This design comes from an exercise in tuning for small area, a short achievable clock period and few clock cycles per item on the open sky130 flow, not from production work. At most, simulation tests tie the RTL to the original design; equivalence was not proved. Power figures rest on the tool's default switching activity, not on a simulated workload.

== the reference run ==
==> flow/design.v <==
package kst_pkg;
	localparam int ENTRIES  = 16;
	localparam int KEY_BITS = 64;
	localparam int IDX_W    = $clog2(ENTRIES);
	localparam int CNT_W    = $clog2(ENTRIES + 1);
	typedef enum logic {
		FUNC_SET    = 1'b0,
		FUNC_LOOKUP = 1'b1
	} func_t;
	typedef enum logic [1:0] {
		RC_OK        = 2'd0,
		RC_FULL      = 2'd1,
		RC_NOT_FOUND = 2'd2
	} code_t;
	typedef struct packed {
		logic [KEY_BITS-1:0] key;
		logic [31:0]         addr;
		logic [15:0]         port;
		logic                flag;
	} entry_t;
endpackage
module keyed_status_table (
	input  logic           clk,
	input  logic           arst_n,
	input  logic           req_valid,
	output logic           req_ready,
	input  logic           req_func,
	input  logic [63:0]    req_key,
	input  logic           req_online,
	input  logic [31:0]    req_ip_addr,
	input  logic [15:0]    req_port_num,
	output logic           rsp_valid,
	input  logic           rsp_ready,
	output logic [1:0]     rsp_result_code,
	output logic [31:0]    rsp_found_ip,
	output logic [15:0]    rsp_found_port,
	output logic           rsp_found_online
);
	localparam int N  = kst_pkg::ENTRIES;
	localparam int KW = kst_pkg::KEY_BITS;
	localparam int RW = 32 + 16 + 1;           
	localparam int H  = N / 2;                 
	logic              a_vld;
	logic              a_func;
	logic [KW-1:0]     a_key;
	logic [RW-1:0]     a_rec;
	logic [N-1:0]      a_hv;                    
	logic [N-1:0]      v_q;
	logic [KW-1:0]     k_q [N];
	logic [RW-1:0]     d_q [N];                 
	logic [N-1:0]      d_wr;
	logic              o_vld, s_vld;
	logic [1:0]        o_code, s_code;
	logic [RW-1:0]     o_rec;
	logic [N-1:0]      s_hv;
	logic [N-1:0]      a_rd;                    
	logic [N-1:0]      rd_hv;
	logic              rdy_q;
	logic [N-1:0]      i_hv;
	logic              i_fwd;
	logic              full;
	logic              a_set;
	logic              a_hit;
	logic              a_ins0, a_insh;
	logic              a_wait;
	logic              a_move;
	logic              a_load;
	logic              o_load;
	logic [1:0]        new_code;
	logic [RW-1:0]     new_rec;
	logic [N-1:0]      v_n;
	logic              full_n, a_vld_n, a_wait_n, s_vld_n;
	always_comb begin
		for (int p = 0; p < N; p++)
			i_hv[(p + 1) % N] = v_q[p] && (k_q[p] == req_key);
		i_fwd   = a_key == req_key;
		i_hv[0] = i_hv[0] || (a_ins0 && i_fwd);
		i_hv[H] = i_hv[H] || (a_insh && i_fwd);
	end
	assign full    = &v_q;
	assign a_set   = a_vld && (a_func == kst_pkg::FUNC_SET);
	assign a_hit   = |a_hv;
	assign a_ins0  = a_set && !a_hit && !v_q[N-1];
	assign a_insh  = a_set && !a_hit && v_q[N-1] && !v_q[H-1];
	assign a_wait  = a_set && !a_hit && !full && v_q[N-1] && v_q[H-1];
	assign a_move  = a_vld && !a_wait && (!s_vld || rsp_ready);
	assign a_load  = !a_vld || a_move;
	assign o_load  = !o_vld || rsp_ready;
	assign a_rd  = a_hv & {N{a_func == kst_pkg::FUNC_LOOKUP}};
	assign rd_hv = s_vld ? s_hv : a_rd;
	always_comb begin
		new_rec = '0;
		for (int p = 0; p < N; p++)
			new_rec = new_rec | ((d_q[p] ^ {RW{p % 2 == 1}}) & {RW{rd_hv[p]}});
		if (a_func == kst_pkg::FUNC_LOOKUP)
			new_code = a_hit ? kst_pkg::RC_OK : kst_pkg::RC_NOT_FOUND;
		else
			new_code = (!a_hit && full) ? kst_pkg::RC_FULL : kst_pkg::RC_OK;
	end
	always_ff @(posedge clk or negedge arst_n) begin
		if (!arst_n)
			a_vld <= 1'b0;
		else if (a_load)
			a_vld <= req_valid && req_ready;
	end
	always_ff @(posedge clk) begin
		if (a_load) begin
			a_func <= req_func;
			a_key  <= req_key;
			a_rec  <= {req_ip_addr, req_port_num, req_online};
			a_hv   <= i_hv;
		end else begin
			a_hv   <= {a_hv[N-2:0], a_hv[N-1]} | N'(a_ins0) | (N'(a_insh) << H);
		end
	end
	assign v_n = {v_q[N-2:H], v_q[H-1] || a_insh, v_q[H-2:0], v_q[N-1] || a_ins0};
	always_ff @(posedge clk or negedge arst_n) begin
		if (!arst_n)
			v_q <= '0;
		else
			v_q <= v_n;
	end
	always_comb begin
		for (int p = 0; p < N; p++)
			d_wr[(p + 1) % N] = a_set && a_hv[p] && (!s_vld || rsp_ready);
		d_wr[0] = d_wr[0] || !v_q[N-1];
		d_wr[H] = d_wr[H] || !v_q[H-1];
	end
	always_ff @(posedge clk) begin
		for (int p = 1; p < N; p++)
			k_q[p] <= k_q[p-1];
		k_q[0] <= v_q[N-1] ? k_q[N-1] : a_key;
		k_q[H] <= v_q[H-1] ? k_q[H-1] : a_key;
		for (int p = 0; p < N; p++)
			d_q[p] <= ~(({RW{d_wr[p]}} & ((p % 2 == 1) ? a_rec : ~a_rec))
			          | ({RW{!d_wr[p]}} & d_q[(p + N - 1) % N]));
	end
	always_ff @(posedge clk or negedge arst_n) begin
		if (!arst_n) begin
			o_vld <= 1'b0;
			s_vld <= 1'b0;
		end else begin
			o_vld <= o_load ? (s_vld || a_move) : 1'b1;
			s_vld <= s_vld_n;
		end
	end
	always_ff @(posedge clk) begin
		if (o_load) begin
			o_code <= s_vld ? s_code : new_code;
			o_rec  <= new_rec;
		end
		if (a_move && (s_vld || !o_load)) begin
			s_code <= new_code;
			s_hv   <= {a_rd[N-2:0], a_rd[N-1]};
		end else begin
			s_hv   <= {s_hv[N-2:0], s_hv[N-1]};
		end
	end
	assign full_n   = &v_n;
	assign a_vld_n  = a_load ? (req_valid && req_ready) : a_vld;
	assign a_wait_n = (a_load ? (req_func == kst_pkg::FUNC_SET)
	                          : (a_set && !a_hit && !a_ins0 && !a_insh))
	                  && !full_n && v_n[N-1] && v_n[H-1];
	assign s_vld_n  = o_load ? (s_vld && a_move) : (s_vld || a_move);
	always_ff @(posedge clk or negedge arst_n) begin
		if (!arst_n)
			rdy_q <= 1'b1;
		else
			rdy_q <= !a_vld_n || (!a_wait_n && !s_vld_n);
	end
	assign req_ready        = rdy_q;
	assign rsp_valid        = o_vld;
	assign rsp_result_code  = o_code;
	assign rsp_found_ip     = o_rec[RW-1:17];
	assign rsp_found_port   = o_rec[16:1];
	assign rsp_found_online = o_rec[0];
endmodule
Settings: LEC_CHECK=0, CAP_MARGIN=20, CORE_MARGIN=2, CORE_UTILIZATION=48, CTS_CLUSTER_DIAMETER=80, CTS_CLUSTER_SIZE=25, SETUP_SLACK_MARGIN=1.8, SLEW_MARGIN=20; clock period 4.0 ns.
run.sh (not shown) runs the stock make flow with config.mk's settings and CLKGATE_MAP_FILE= SYNTH_SCRIPT=/design/flow/synth_recipe.tcl, a recipe that flattens the netlist after the stock synthesis.
Testbench counts of the reference run, summed over its fixed seeds: cycles 8,178, requests 8,000.
Input-level comparison between the trial run and the reference run:
diff --git a/flow/design.v b/flow/design.v
--- a/flow/design.v
+++ b/flow/design.v
@@ -45,19 +45,22 @@
 	logic [KW-1:0]     a_key;
 	logic [RW-1:0]     a_rec;
 	logic [N-1:0]      a_hv;                    
 	logic [N-1:0]      v_q;
 	logic [KW-1:0]     k_q [N];
 	logic [RW-1:0]     d_q [N];                 
-	logic [N-1:0]      d_wr;
+	logic [N-1:0]      wr_q, keep_q;            
+	logic [N-1:0]      wr_n;
 	logic              o_vld, s_vld;
 	logic [1:0]        o_code, s_code;
 	logic [RW-1:0]     o_rec;
 	logic [N-1:0]      s_hv;
 	logic [N-1:0]      a_rd;                    
-	logic [N-1:0]      rd_hv;
+	logic [N-1:0]      rd_q;                    
+	logic [N-1:0]      rd_n;
+	logic              s_push;
 	logic              rdy_q;
 	logic [N-1:0]      i_hv;
 	logic              i_fwd;
 	logic              full;
 	logic              a_set;
 	logic              a_hit;
@@ -80,21 +83,20 @@
 	assign full    = &v_q;
 	assign a_set   = a_vld && (a_func == kst_pkg::FUNC_SET);
 	assign a_hit   = |a_hv;
 	assign a_ins0  = a_set && !a_hit && !v_q[N-1];
 	assign a_insh  = a_set && !a_hit && v_q[N-1] && !v_q[H-1];
 	assign a_wait  = a_set && !a_hit && !full && v_q[N-1] && v_q[H-1];
-	assign a_move  = a_vld && !a_wait && (!s_vld || rsp_ready);
+	assign a_move  = a_vld && !a_wait && !s_vld;
 	assign a_load  = !a_vld || a_move;
 	assign o_load  = !o_vld || rsp_ready;
 	assign a_rd  = a_hv & {N{a_func == kst_pkg::FUNC_LOOKUP}};
-	assign rd_hv = s_vld ? s_hv : a_rd;
 	always_comb begin
 		new_rec = '0;
 		for (int p = 0; p < N; p++)
-			new_rec = new_rec | ((d_q[p] ^ {RW{p % 2 == 1}}) & {RW{rd_hv[p]}});
+			new_rec = new_rec | ((d_q[p] ^ {RW{p % 2 == 1}}) & {RW{rd_q[p]}});
 		if (a_func == kst_pkg::FUNC_LOOKUP)
 			new_code = a_hit ? kst_pkg::RC_OK : kst_pkg::RC_NOT_FOUND;
 		else
 			new_code = (!a_hit && full) ? kst_pkg::RC_FULL : kst_pkg::RC_OK;
 	end
 	always_ff @(posedge clk or negedge arst_n) begin
@@ -117,26 +119,20 @@
 	always_ff @(posedge clk or negedge arst_n) begin
 		if (!arst_n)
 			v_q <= '0;
 		else
 			v_q <= v_n;
 	end
-	always_comb begin
-		for (int p = 0; p < N; p++)
-			d_wr[(p + 1) % N] = a_set && a_hv[p] && (!s_vld || rsp_ready);
-		d_wr[0] = d_wr[0] || !v_q[N-1];
-		d_wr[H] = d_wr[H] || !v_q[H-1];
-	end
 	always_ff @(posedge clk) begin
 		for (int p = 1; p < N; p++)
 			k_q[p] <= k_q[p-1];
 		k_q[0] <= v_q[N-1] ? k_q[N-1] : a_key;
 		k_q[H] <= v_q[H-1] ? k_q[H-1] : a_key;
 		for (int p = 0; p < N; p++)
-			d_q[p] <= ~(({RW{d_wr[p]}} & ((p % 2 == 1) ? a_rec : ~a_rec))
-			          | ({RW{!d_wr[p]}} & d_q[(p + N - 1) % N]));
+			d_q[p] <= ~(({RW{wr_q[p]}} & ((p % 2 == 1) ? a_rec : ~a_rec))
+			          | ({RW{keep_q[p]}} & d_q[(p + N - 1) % N]));
 	end
 	always_ff @(posedge clk or negedge arst_n) begin
 		if (!arst_n) begin
 			o_vld <= 1'b0;
 			s_vld <= 1'b0;
 		end else begin
@@ -146,25 +142,52 @@
 	end
 	always_ff @(posedge clk) begin
 		if (o_load) begin
 			o_code <= s_vld ? s_code : new_code;
 			o_rec  <= new_rec;
 		end
-		if (a_move && (s_vld || !o_load)) begin
+		if (s_push) begin
 			s_code <= new_code;
 			s_hv   <= {a_rd[N-2:0], a_rd[N-1]};
 		end else begin
 			s_hv   <= {s_hv[N-2:0], s_hv[N-1]};
 		end
 	end
 	assign full_n   = &v_n;
 	assign a_vld_n  = a_load ? (req_valid && req_ready) : a_vld;
 	assign a_wait_n = (a_load ? (req_func == kst_pkg::FUNC_SET)
 	                          : (a_set && !a_hit && !a_ins0 && !a_insh))
 	                  && !full_n && v_n[N-1] && v_n[H-1];
 	assign s_vld_n  = o_load ? (s_vld && a_move) : (s_vld || a_move);
+	assign s_push   = a_move && (s_vld || !o_load);
+	always_comb begin
+		if (a_load || s_vld_n || !a_set)
+			wr_n = '0;
+		else
+			wr_n = {a_hv[N-3:0], a_hv[N-1:N-2]};
+		wr_n = wr_n | ({i_hv[N-2:0], i_hv[N-1]}
+		               & {N{a_load && !s_vld_n && req_valid && req_ready
+		                    && (req_func == kst_pkg::FUNC_SET)}});
+		wr_n[0] = wr_n[0] || !v_n[N-1];
+		wr_n[H] = wr_n[H] || !v_n[H-1];
+	end
+	always_ff @(posedge clk) begin
+		wr_q   <= wr_n;
+		keep_q <= ~wr_n;
+	end
+	always_comb begin
+		if (s_vld_n)
+			rd_n = s_push ? {a_rd[N-2:0], a_rd[N-1]} : {s_hv[N-2:0], s_hv[N-1]};
+		else if (a_load)
+			rd_n = '0;
+		else
+			rd_n = {a_rd[N-2:0], a_rd[N-1]};
+		rd_n = rd_n | (i_hv & {N{!s_vld_n && a_load && (req_func == kst_pkg::FUNC_LOOKUP)}});
+	end
+	always_ff @(posedge clk)
+		rd_q <= rd_n;
 	always_ff @(posedge clk or negedge arst_n) begin
 		if (!arst_n)
 			rdy_q <= 1'b1;
 		else
 			rdy_q <= !a_vld_n || (!a_wait_n && !s_vld_n);
 	end
==> summary.txt <==
The trial run — sequential cell power about 8% higher, the reference run as reference. In the trial run relative to the reference run, clock-buffer cell count had gone up by a few percent. Horizontal extent of the die delta (the reference run -> the trial run): insignificant. Total global-route track usage (higher): the trial run. Final worst slack on the trial run is behind the reference run. The trial run vs the reference run, highest-delay cell along the critical path: sky130_fd_sc_hd__or4_4 vs sky130_fd_sc_hd__edfxtp_1. The critical path capture point comes out o_rec[14]$_DFFE_PN_ in one run and keep_q[8]$_DFF_P_ in the other, namely in the reference run and the trial run respectively.
No functional check of the RTL was part of the trial run.

static timing again, ports no longer ideal:
In the flow no input, the clock included, has a driving cell. The finished layouts below were timed again as built, in two steps.
Step 1: set_driving_cell puts a clkbuf_16 on clk and a buf_2 on each other input, an assumption about the parent block.
Step 2 adds t to the input delays and takes it off the output delays; t is the mean of the earliest and latest rising clock arrival at the registers after step 1. Input paths then give back, and output paths get back, about the clock's delay inside the block.
Three values: ideal ports, drivers, drivers and shift; two values: the first two.
run	t (ns)	setup slack, ns	hold WS [ns]	slew at the worst register clock pin (ns)
the reference run	0.855	1.550 / 1.550 / 0.813	0.356 / 0.327 / 0.356	0.11 / 0.11
the trial run	0.862	1.495 / 1.502 / 0.710	0.210 / 0.178 / 0.355	0.11 / 0.11
After both steps every run listed still meets setup and hold. The setup slack of the trial run, which loses most, moves by +0.007 ns with the drivers and by -0.785 ns with both steps.
